From an optimization exercise on the open Yosys and OpenROAD flow, aimed at small area and a short achievable clock period; shortcuts taken in it are not production practice. Function was checked by simulation only, so behaviour that the tests miss may differ from the original. Power is estimated from default activity; no workload was simulated.

[design/flow/run.sh]
#!/bin/bash
# synth_recipe.tcl (not shown) runs the flow's synth.tcl, then flattens the netlist and writes it again
# the make line also repeats each setting of config.mk as NAME=value (left out here)
make -C /OpenROAD-flow-scripts/flow DESIGN_CONFIG=/design/flow/config.mk WORK_HOME=/design/flow/orfs CLKGATE_MAP_FILE= SYNTH_SCRIPT=/design/flow/synth_recipe.tcl finish
[design/flow/config.mk]
export PLATFORM = sky130hd
export DESIGN_NAME = rv_pipe
export DESIGN_NICKNAME = rv_pipe
export VERILOG_FILES = /design/flow/design.v
export SDC_FILE = /design/flow/constraint.sdc
export NUM_CORES = 4
export LEC_CHECK = 0
export CAP_MARGIN = 20
export CORE_MARGIN = 2
export CORE_UTILIZATION = 40
export SETUP_SLACK_MARGIN = 4.0
export SLEW_MARGIN = 20
export SYNTH_HIERARCHICAL = 1
[design/flow/constraint.sdc]
create_clock -name core_clock -period 7.0 [get_ports {i_clk}]
set_input_delay 1.4000 -clock core_clock [delete_from_list [all_inputs] [get_ports {i_clk}]]
set_output_delay 1.4000 -clock core_clock [all_outputs]
set_load 0.01 [all_outputs]
[design/flow/design.v]
package rv_pipe_pkg;
  localparam int XLEN = 32;
  localparam int REG_AW = 5;
endpackage
module rv_c_aoi222 (
  input  logic i_a1, input logic i_b1,
  input  logic i_a2, input logic i_b2,
  input  logic i_a3, input logic i_b3,
  output logic o_y
);
  assign o_y = ~((i_a1 & i_b1) | (i_a2 & i_b2) | (i_a3 & i_b3));
endmodule
module rv_c_aoi22 (
  input  logic i_a1, input logic i_b1,
  input  logic i_a2, input logic i_b2,
  output logic o_y
);
  assign o_y = ~((i_a1 & i_b1) | (i_a2 & i_b2));
endmodule
module rv_c_nand2 (input logic i_a, input logic i_b, output logic o_y);
  assign o_y = ~(i_a & i_b);
endmodule
module rv_c_nand3 (input logic i_a, input logic i_b, input logic i_c, output logic o_y);
  assign o_y = ~(i_a & i_b & i_c);
endmodule
module rv_c_nand4 (input logic i_a, input logic i_b, input logic i_c, input logic i_d,
                   output logic o_y);
  assign o_y = ~(i_a & i_b & i_c & i_d);
endmodule
module rv_c_or3 (input logic i_a, input logic i_b, input logic i_c, output logic o_y);
  assign o_y = i_a | i_b | i_c;
endmodule
`timescale 1ns/100ps
module rv_regfile (
  input  logic [32*31-1:0] i_q,
  input  logic [4:0]       i_addr,
  output logic [31:0]      o_data
);
  logic [31:0] sel;    
  always_comb begin
    for (int i = 0; i < 32; i++) sel[i] = (i_addr == 5'(i));
  end
  for (genvar j = 0; j < 32; j++) begin : g_bit
    logic [10:0] y;
    logic [2:0]  z;
    for (genvar k = 0; k < 10; k++) begin : g_aoi
      rv_c_aoi222 u_aoi (
        .i_a1(sel[3*k+1]), .i_b1(i_q[32*(3*k)   + j]),
        .i_a2(sel[3*k+2]), .i_b2(i_q[32*(3*k+1) + j]),
        .i_a3(sel[3*k+3]), .i_b3(i_q[32*(3*k+2) + j]),
        .o_y (y[k])
      );
    end
    rv_c_nand2 u_n31 (.i_a(sel[31]), .i_b(i_q[32*30 + j]), .o_y(y[10]));
    rv_c_nand4 u_z0 (.i_a(y[0]), .i_b(y[1]), .i_c(y[2]), .i_d(y[3]), .o_y(z[0]));
    rv_c_nand4 u_z1 (.i_a(y[4]), .i_b(y[5]), .i_c(y[6]), .i_d(y[7]), .o_y(z[1]));
    rv_c_nand3 u_z2 (.i_a(y[8]), .i_b(y[9]), .i_c(y[10]), .o_y(z[2]));
    rv_c_or3   u_o  (.i_a(z[0]), .i_b(z[1]), .i_c(z[2]), .o_y(o_data[j]));
  end
endmodule
`timescale 1ns/100ps
module rv_alu (
  input  logic [31:0] i_a,
  input  logic [31:0] i_b,
  input  logic [31:0] i_sh,
  input  logic        i_sub,
  input  logic        i_xor,
  input  logic        i_or,
  input  logic        i_and,
  input  logic        i_slt,
  input  logic        i_sltu,
  input  logic        i_sra,
  output logic [31:0] o_add,
  output logic [31:0] o_sh,
  output logic [31:0] o_lg
);
  logic [31:0] sum;
  logic        cout;
  logic        ltu, lt;
  rv_add32 u_add (
    .i_a   (i_a),
    .i_b   (i_b),
    .i_sub (i_sub),
    .o_sum (sum),
    .o_cout(cout)
  );
  assign o_add = sum;
  assign ltu = ~cout;
  assign lt  = (i_a[31] ^ i_b[31]) ? i_a[31] : ltu;
  assign o_sh = 32'($signed({i_sra & i_a[31], i_sh}) >>> i_b[4:0]);
  assign o_lg = ({32{i_xor}} & (i_a ^ i_b)) |
                ({32{i_or}}  & (i_a | i_b)) |
                ({32{i_and}} & (i_a & i_b)) |
                {31'd0, (i_slt & lt) | (i_sltu & ltu)};
endmodule
module rv_add32 (
  input  logic [31:0] i_a,
  input  logic [31:0] i_b,
  input  logic        i_sub,
  output logic [31:0] o_sum,
  output logic        o_cout
);
  logic [31:0] gg [0:5];
  logic [31:0] tt [0:5];
  logic [31:0] x;
  rv_ks_g0 u_g0 (.i_a(i_a[0]), .i_b(i_b[0]), .i_sub(i_sub), .o_gn(gg[0][0]));
  assign tt[0][0] = 1'b0;
  for (genvar j = 1; j < 32; j++) begin : g_pg
    rv_ks_g u_g (.i_a(i_a[j]), .i_b(i_b[j]), .i_sub(i_sub), .o_gn(gg[0][j]), .o_tn(tt[0][j]));
  end
  for (genvar j = 0; j < 32; j++) begin : g_x
    rv_ks_x u_x (.i_a(i_a[j]), .i_b(i_b[j]), .i_sub(i_sub), .o_x(x[j]));
  end
  for (genvar l = 0; l < 5; l++) begin : g_lvl
    for (genvar j = 0; j < 32; j++) begin : g_node
      if (j < (1 << l)) begin : g_pass
        rv_ks_inv u_i (.i_a(gg[l][j]), .o_y(gg[l+1][j]));
        assign tt[l+1][j] = 1'b0;
      end else if (l % 2 == 0) begin : g_np
        rv_ks_np u_c (.i_gh(gg[l][j]), .i_th(tt[l][j]), .i_gl(gg[l][j-(1<<l)]),
                      .i_tl(tt[l][j-(1<<l)]), .o_g(gg[l+1][j]), .o_t(tt[l+1][j]));
      end else begin : g_pn
        rv_ks_pn u_c (.i_gh(gg[l][j]), .i_th(tt[l][j]), .i_gl(gg[l][j-(1<<l)]),
                      .i_tl(tt[l][j-(1<<l)]), .o_g(gg[l+1][j]), .o_t(tt[l+1][j]));
      end
    end
  end
  for (genvar j = 0; j < 32; j++) begin : g_s
    rv_ks_x2 u_s (.i_a(x[j]), .i_b(j == 0 ? i_sub : gg[5][j-1]), .o_y(o_sum[j]));
  end
  assign o_cout = gg[5][31];
endmodule
module rv_ks_g0 (input logic i_a, input logic i_b, input logic i_sub, output logic o_gn);
  logic b;
  assign b = i_b ^ i_sub;
  assign o_gn = ~((i_a & b) | ((i_a | b) & i_sub));
endmodule
module rv_ks_g (input logic i_a, input logic i_b, input logic i_sub,
                output logic o_gn, output logic o_tn);
  logic b;
  assign b = i_b ^ i_sub;
  assign o_gn = ~(i_a & b);
  assign o_tn = ~(i_a | b);
endmodule
module rv_ks_x (input logic i_a, input logic i_b, input logic i_sub, output logic o_x);
  assign o_x = i_a ^ i_b ^ i_sub;
endmodule
module rv_ks_x2 (input logic i_a, input logic i_b, output logic o_y);
  assign o_y = i_a ^ i_b;
endmodule
module rv_ks_inv (input logic i_a, output logic o_y);
  assign o_y = ~i_a;
endmodule
module rv_ks_np (input logic i_gh, input logic i_th, input logic i_gl, input logic i_tl,
                 output logic o_g, output logic o_t);
  assign o_g = ~(i_gh & (i_th | i_gl));
  assign o_t = ~(i_th | i_tl);
endmodule
module rv_ks_pn (input logic i_gh, input logic i_th, input logic i_gl, input logic i_tl,
                 output logic o_g, output logic o_t);
  assign o_g = ~(i_gh | (i_th & i_gl));
  assign o_t = ~(i_th & i_tl);
endmodule
`timescale 1ns/100ps
module rv_forward_unit (
  input  logic [5:0]  i_sa,    
  input  logic [5:0]  i_sb,
  input  logic [8:0]  i_ss,    
  input  logic [31:0] i_a,
  input  logic [31:0] i_b,
  input  logic [31:0] i_add,
  input  logic [31:0] i_sh,
  input  logic [31:0] i_lg,
  input  logic [31:0] i_x,
  output logic [31:0] o_a,
  output logic [31:0] o_b,
  output logic [31:0] o_sh
);
  for (genvar j = 0; j < 32; j++) begin : g_bit
    logic ya0, ya1, yb0, yb1, ys0, ys1, ys2;
    rv_c_aoi222 u_a0 (.i_a1(i_sa[0]), .i_b1(i_a[j]), .i_a2(i_sa[1]), .i_b2(i_add[j]),
                      .i_a3(i_sa[2]), .i_b3(i_sh[j]), .o_y(ya0));
    rv_c_aoi222 u_a1 (.i_a1(i_sa[3]), .i_b1(i_sh[31-j]), .i_a2(i_sa[4]), .i_b2(i_lg[j]),
                      .i_a3(i_sa[5]), .i_b3(i_x[j]), .o_y(ya1));
    rv_c_nand2  u_a  (.i_a(ya0), .i_b(ya1), .o_y(o_a[j]));
    rv_c_aoi222 u_b0 (.i_a1(i_sb[0]), .i_b1(i_b[j]), .i_a2(i_sb[1]), .i_b2(i_add[j]),
                      .i_a3(i_sb[2]), .i_b3(i_sh[j]), .o_y(yb0));
    rv_c_aoi222 u_b1 (.i_a1(i_sb[3]), .i_b1(i_sh[31-j]), .i_a2(i_sb[4]), .i_b2(i_lg[j]),
                      .i_a3(i_sb[5]), .i_b3(i_x[j]), .o_y(yb1));
    rv_c_nand2  u_b  (.i_a(yb0), .i_b(yb1), .o_y(o_b[j]));
    rv_c_aoi222 u_s0 (.i_a1(i_ss[0]), .i_b1(i_a[j]), .i_a2(i_ss[1]), .i_b2(i_add[j]),
                      .i_a3(i_ss[2]), .i_b3(i_add[31-j]), .o_y(ys0));
    rv_c_aoi222 u_s1 (.i_a1(i_ss[3]), .i_b1(i_sh[j]), .i_a2(i_ss[4]), .i_b2(i_sh[31-j]),
                      .i_a3(i_ss[5]), .i_b3(i_lg[j]), .o_y(ys1));
    rv_c_aoi222 u_s2 (.i_a1(i_ss[6]), .i_b1(i_lg[31-j]), .i_a2(i_ss[7]), .i_b2(i_x[j]),
                      .i_a3(i_ss[8]), .i_b3(i_x[31-j]), .o_y(ys2));
    rv_c_nand3  u_s  (.i_a(ys0), .i_b(ys1), .i_c(ys2), .o_y(o_sh[j]));
  end
endmodule
`timescale 1ns/100ps
module rv_pipe (
  input  logic                           i_clk,
  input  logic                           i_rst_n,
  input  logic                           i_instr_vld,
  input  logic [rv_pipe_pkg::XLEN-1:0]   i_instr,
  input  logic [rv_pipe_pkg::XLEN-1:0]   i_pc,
  output logic                           o_wb_vld,
  output logic [rv_pipe_pkg::REG_AW-1:0] o_wb_addr,
  output logic [rv_pipe_pkg::XLEN-1:0]   o_wb_data
);
  function automatic logic [31:0] rev(input logic [31:0] v);
    for (int i = 0; i < 32; i++) rev[i] = v[31-i];
  endfunction
  logic        f_vld;
  logic [31:0] f_ins;
  logic [31:0] f_pc;
  always_ff @(posedge i_clk) begin
    f_vld <= i_rst_n & i_instr_vld;
    f_ins <= i_instr;
    f_pc  <= i_pc;
  end
  logic [6:0] opc;
  logic [2:0] f3;
  logic [6:0] f7;
  logic [4:0] rd, rs1, rs2;
  logic       is_reg, is_imm, is_lui, is_auipc, is_alu;
  logic       alt, ok, d_wen;
  logic       use_rs1, use_rs2;
  assign opc = f_ins[6:0];
  assign rd  = f_ins[11:7];
  assign f3  = f_ins[14:12];
  assign rs1 = f_ins[19:15];
  assign rs2 = f_ins[24:20];
  assign f7  = f_ins[31:25];
  assign is_reg   = (opc == 7'b0110011);
  assign is_imm   = (opc == 7'b0010011);
  assign is_lui   = (opc == 7'b0110111);
  assign is_auipc = (opc == 7'b0010111);
  assign is_alu   = is_reg | is_imm;
  assign alt      = (f7 == 7'b0100000);
  always_comb begin
    if (is_reg)
      ok = (f7 == 7'b0) || (alt && (f3 == 3'b000 || f3 == 3'b101));
    else if (is_imm)
      ok = (f3 == 3'b001) ? (f7 == 7'b0) :
           (f3 == 3'b101) ? (f7 == 7'b0 || alt) : 1'b1;
    else
      ok = is_lui | is_auipc;
  end
  assign d_wen   = f_vld & ok & (rd != 5'd0);
  assign use_rs1 = is_alu;
  assign use_rs2 = is_reg;
  logic d_sub, d_cadd, d_csh, d_clg, d_sll;
  logic d_xor, d_or, d_and, d_slt, d_sltu, d_sra;
  assign d_cadd = ~is_alu | (f3 == 3'b000);
  assign d_csh  = is_alu & (f3 == 3'b001 || f3 == 3'b101);
  assign d_clg  = is_alu & (f3 == 3'b010 || f3 == 3'b011 || f3 == 3'b100 ||
                            f3 == 3'b110 || f3 == 3'b111);
  assign d_sub  = is_alu & ((is_reg & (f3 == 3'b000) & f_ins[30]) ||
                            f3 == 3'b010 || f3 == 3'b011);
  assign d_sll  = d_csh & ~f3[2];
  assign d_slt  = (f3 == 3'b010);
  assign d_sltu = (f3 == 3'b011);
  assign d_xor  = (f3 == 3'b100);
  assign d_or   = (f3 == 3'b110);
  assign d_and  = (f3 == 3'b111);
  assign d_sra  = f_ins[30];
  logic [31:0] imm_i, imm_u;
  assign imm_i = {{20{f_ins[31]}}, f_ins[31:20]};
  assign imm_u = {f_ins[31:12], 12'b0};
  logic        w_wen;
  logic [4:0]  w_rd;
  logic [31:0] w_res;
  logic [31:0] rf_wd;
  logic [31:0] rf_q [1:31];
  logic [31:0] rf_rs1, rf_rs2;
  assign rf_wd = w_res & {32{i_rst_n}};
  for (genvar i = 1; i < 32; i++) begin : g_rf
    always_ff @(posedge i_clk) begin
      if (!i_rst_n || (w_wen && w_rd == 5'(i))) rf_q[i] <= rf_wd;
    end
  end
  logic [32*31-1:0] rf_all;
  for (genvar i = 1; i < 32; i++) begin : g_rfa
    assign rf_all[32*(i-1) +: 32] = rf_q[i];
  end
  rv_regfile u_rd1 (.i_q(rf_all), .i_addr(rs1), .o_data(rf_rs1));
  rv_regfile u_rd2 (.i_q(rf_all), .i_addr(rs2), .o_data(rf_rs2));
  logic [31:0] d_a, d_b;
  assign d_a = is_auipc ? f_pc : is_lui ? 32'd0 : d_sll ? rev(rf_rs1) : rf_rs1;
  assign d_b = is_reg ? rf_rs2 : is_alu ? imm_i : imm_u;
  logic       e_wen;
  logic [4:0] e_rd;
  logic       e_cadd, e_csh, e_clg, e_sll;
  logic       fa1, fa2, fb1, fb2;
  assign fa1 = use_rs1 & e_wen & (e_rd == rs1);
  assign fb1 = use_rs2 & e_wen & (e_rd == rs2);
  assign fa2 = use_rs1 & w_wen & (w_rd == rs1) & ~fa1;
  assign fb2 = use_rs2 & w_wen & (w_rd == rs2) & ~fb1;
  logic [31:0] e_a, e_b;
  logic [5:0]  e_sa, e_sb;
  logic [8:0]  e_ss;
  logic        e_sub, e_xor, e_or, e_and, e_slt, e_sltu, e_sra;
  always_ff @(posedge i_clk) begin
    if (!i_rst_n) e_wen <= 1'b0;
    else          e_wen <= d_wen;
    e_rd   <= rd;
    e_a    <= d_a;
    e_b    <= d_b;
    e_sa   <= {fa2, fa1 & e_clg, fa1 & e_csh & e_sll, fa1 & e_csh & ~e_sll,
               fa1 & e_cadd, ~fa1 & ~fa2};
    e_sb   <= {fb2, fb1 & e_clg, fb1 & e_csh & e_sll, fb1 & e_csh & ~e_sll,
               fb1 & e_cadd, ~fb1 & ~fb2};
    e_ss   <= {fa2 & d_sll, fa2 & ~d_sll,
               fa1 & e_clg & d_sll, fa1 & e_clg & ~d_sll,
               fa1 & e_csh & (e_sll ^ d_sll), fa1 & e_csh & ~(e_sll ^ d_sll),
               fa1 & e_cadd & d_sll, fa1 & e_cadd & ~d_sll,
               ~fa1 & ~fa2};
    e_cadd <= d_cadd;
    e_csh  <= d_csh;
    e_clg  <= d_clg;
    e_sll  <= d_sll;
    e_sub  <= d_sub;
    e_xor  <= d_xor;
    e_or   <= d_or;
    e_and  <= d_and;
    e_slt  <= d_slt;
    e_sltu <= d_sltu;
    e_sra  <= d_sra;
  end
  logic [31:0] w_add, w_sh, w_lg;
  logic        w_cadd, w_csh, w_clg, w_sll;
  logic [31:0] a, b, sh;
  rv_forward_unit u_fwd (
    .i_sa  (e_sa),
    .i_sb  (e_sb),
    .i_ss  (e_ss),
    .i_a   (e_a),
    .i_b   (e_b),
    .i_add (w_add),
    .i_sh  (w_sh),
    .i_lg  (w_lg),
    .i_x   (o_wb_data),
    .o_a   (a),
    .o_b   (b),
    .o_sh  (sh)
  );
  logic [31:0] x_add, x_sh, x_lg;
  rv_alu u_alu (
    .i_a    (a),
    .i_b    (b),
    .i_sh   (sh),
    .i_sub  (e_sub),
    .i_xor  (e_xor),
    .i_or   (e_or),
    .i_and  (e_and),
    .i_slt  (e_slt),
    .i_sltu (e_sltu),
    .i_sra  (e_sra),
    .o_add  (x_add),
    .o_sh   (x_sh),
    .o_lg   (x_lg)
  );
  always_ff @(posedge i_clk) begin
    if (!i_rst_n) w_wen <= 1'b0;
    else          w_wen <= e_wen;
    w_rd   <= e_rd;
    w_add  <= x_add;
    w_sh   <= x_sh;
    w_lg   <= x_lg;
    w_cadd <= e_cadd;
    w_csh  <= e_csh;
    w_clg  <= e_clg;
    w_sll  <= e_sll;
  end
  logic w_sshn, w_sshr;
  assign w_sshn = w_csh & ~w_sll;
  assign w_sshr = w_csh & w_sll;
  for (genvar j = 0; j < 32; j++) begin : g_wres
    logic y0, y1;
    rv_c_aoi22 u_y0 (.i_a1(w_cadd), .i_b1(w_add[j]), .i_a2(w_sshn), .i_b2(w_sh[j]), .o_y(y0));
    rv_c_aoi22 u_y1 (.i_a1(w_sshr), .i_b1(w_sh[31-j]), .i_a2(w_clg), .i_b2(w_lg[j]), .o_y(y1));
    rv_c_nand2 u_r  (.i_a(y0), .i_b(y1), .o_y(w_res[j]));
  end
  always_ff @(posedge i_clk) begin
    if (!i_rst_n) o_wb_vld <= 1'b0;
    else          o_wb_vld <= w_wen;
    o_wb_addr <= w_rd;
    o_wb_data <= w_res;
  end
endmodule
==> run summary <==
- Status: no timing/DRC/antenna violations
- CTS sink cnt: 1,302
- Most frequent cells in the layout: edfxtp_1 (992), a222oi_1 (865), nand2_1 (318), dfxtp_1 (256), buf_4 (167)
- WHS Endpoint: e_rd[3]$_DFF_P_
- Critical Path AT: 3.73 ns
- Slew headroom: 0.1739
- Fin crit share: 0.4451
- Hold buffer count at cts: 0
- Antenna violations before repair: 16
- Largest net degree at the start of global routing: 65
- Seq. cell area: 36,110 µm²
- Critical Path Source: f_ins[24]$_DFF_P_
- CTS buffer count: 137
- WP buf/inv: 3
- PD cells: 321.0 nW/µm²
- H-Tree Level Count: 4
- Synthesized area: 57,260 µm²
- Max-Cap Viols: 0
- Multi-input logic area: 21,650 µm²
- Kind of critical path: register to register
- Crit path capture type: register
- CTS max path bufs: 3
- Max Slew Vio Count: 0
- Worst-Skew Late Latency: 0.83 ns
- Overall routing resource usage: 0.3202
- DRT Pass-1 Iters: 20
- Fraction of layout cells with a size suffix above 1: 0.2061
- Die W: 382.3 µm
- Syn Area/Cell: 14.16 µm²
- WL/cell: 38.25 µm
- Final setup violation count: 0
- Post-Syn Nets: 4,176
- Finished Core Util: 0.4798
- Critical path startpoint category: register
- Critical path depth: 10
- Crit Path Max Fanout: 32
- Num ports: 105
- Min cycle time layout: 3.115 ns
- Worst path cell trace: buf_4 -> nand2b_4 -> buf_4 -> nor2_4 -> buf_4 -> a222oi_1 -> nand4_1 -> or3_1 -> a21oi_1 -> o21ai_0
- Slew @ Worst Pin: 1.236 ns
- Total leakage power: 23.90 nW
- Critical path data required time: 7.61 ns
- DR iter-0 viols: 14,211
- Area Growth Syn to Fin: 18.78%
- Initial Util: 0.4039
- Setup TNS: 0 ns
- Post-Route WL: 245,800 µm
- VDD IR-drop max: 284.5 µV
- CTS tree: yes
- RSZ-0062 raised after global routing: yes
- Cell family with most CP delay: simple AND/OR/NAND/NOR gates
- Final layout net count: 4,553
- Fill count: 12,221
- RR Endpoint: e_b[14]$_DFF_P_
- Hold Path Depth: 0
- Commonest non-fill, non-tap cell in the layout: edfxtp_1
- Detailed Place HPWL: 151,900 µm
- ANT nets after route: 0
- Root Buffer: clkbuf_16
- GRT overflow: 0
- Total number of vias: 47,763
- Core area: 141,800 µm²
- CP dominant cell by count: buf_4
- Ys Warns: 13
- Vias in the first global route: 43,431
- GP Congestion: 0.9883
- DR DRC count: 0
- Fmax: 0.3210 GHz
- Worst Hold Launch: f_ins[10]$_DFF_P_
- R2R Setup Slk: 3.88 ns
- Skew final: 0.04973 ns
- Clock transition at path regs: 0.06 ns
- CP peak stage delay: 0.57 ns
- First-pass GRT wire length: 333,300 µm
- Reg2reg start: f_ins[24]$_DFF_P_
- Slowest-stage cell, CP: or3_1
- Post-Syn Instances: 4,045
- R2r worst-path depth: 10
- Number of cell rows: 138
- Hold Crit Class: register to register
- Die height: 382.3 µm
- Port Buffers: 104
- Drt via density: 7.433
- DIE AREA: 146,200 µm²
- Final Hold Vio Count: 0
## stage by stage
stage / total power [mW] / cells / hold slack [ns] / setup slack (ns) / cell area (µm²)
2_1_floorplan: 12.37 / 4045 / 0.3227 / 3.452 / 57260
3_3_place_gp: 14.23 / 6101 / 0.3779 / 3.300 / 62150
3_5_place_dp: 14.29 / 6103 / 0.3597 / 3.275 / 62190
4_1_cts: 21.57 / 6382 / 0.3651 / 3.924 / 67330
5_1_grt: 22.31 / 6418 / 0.3742 / 3.889 / 67990
6_report: 21.83 / 6426 / 0.3625 / 3.885 / 68010
## state kept, by name (all words and copies together), names as in the netlist, 6 cells and up
signal and flops:
rf_q 992, e_a 32, e_b 32, f_ins 32, f_pc 32, o_wb_data 32
w_add 32, w_lg 32, w_sh 32, e_ss 9, e_sb 6
## worst max path at each step
stage	end	slack (ns)
after CTS	e_b[0]$_DFF_P_	3.92
after global placement	rf_q[15][15]$_DFFE_PP_	3.30
final	e_b[14]$_DFF_P_	3.88
after global routing	w_lg[0]$_DFF_P_	3.89
after detailed placement	rf_q[15][15]$_DFFE_PP_	3.27
after floorplan	rf_q[25][0]$_DFFE_PP_	3.45
## worst register-to-register path, delay by kind of cell, from the launching register on
| kind | cells | cell delay [ns] |
|---|---|---|
| buffers and inverters | 3 | 0.58 |
| and+or+nand+nor | 4 | 1.13 |
| DFF | 1 | 0.39 |
| AOI/OAI and AO/OA | 3 | 0.79 |
## layer usage
layer  up-vias  part of all wire  global-route usage
met1     23410              0.35              0.4192
met3       843              0.16             0.09460
met2      4726              0.42              0.4747
met4        14             0.070              0.1791
li1      18770                 -                   -
met5         -           0.00053                   0
## cell type report
class,count,area share
Clock buffer,187,0.05523
Inverter,103,0.005832
Multi-Input combinational cell,2561,0.3184
Timing Repair inverter,1,0.00007358
Timing Repair Buffer,316,0.04286
Clock inverter,58,0.01157
Tap cell,1890,0.03477
Sequential cell,1302,0.5310
Antenna cell,8,0.0002943
## power breakdown
group	total, mW	switching [mW]	internal, mW
combinational	3.33	2.23	1.09
clock	7.38	3.22	4.16
sequential	11.1	1.22	9.90
## repair_timing
action | CTS | global route
pin swaps | 25 | 64
endpoints found under the setup margin | 142 | 75
buffers inserted | 31 | 35
gates cloned | 3 | 1
resized for setup | 157 | 98

## separate check: timing with driven ports
No port has a modelled driver above. Below, the same layout with a new extraction and two added sets of constraints.
Step 1, drivers: a clkbuf_16 drives i_clk and a buf_2 each remaining input, both assumed.
Step 2 also shifts input and output timing later by t, the mid clock arrival at the registers, as if the neighbouring blocks saw the same clock.
Three values: ideal ports, drivers, drivers and shift; two values: the first two.
t (ns): 0.876
setup slack, ns: 3.885 / 3.870 / 2.994
slew at the worst register clock pin (ns): 0.07 / 0.07
After both steps setup and hold are still met in this run. For this run, drivers alone change the setup slack by -0.015 ns; drivers and shift together by -0.891 ns.
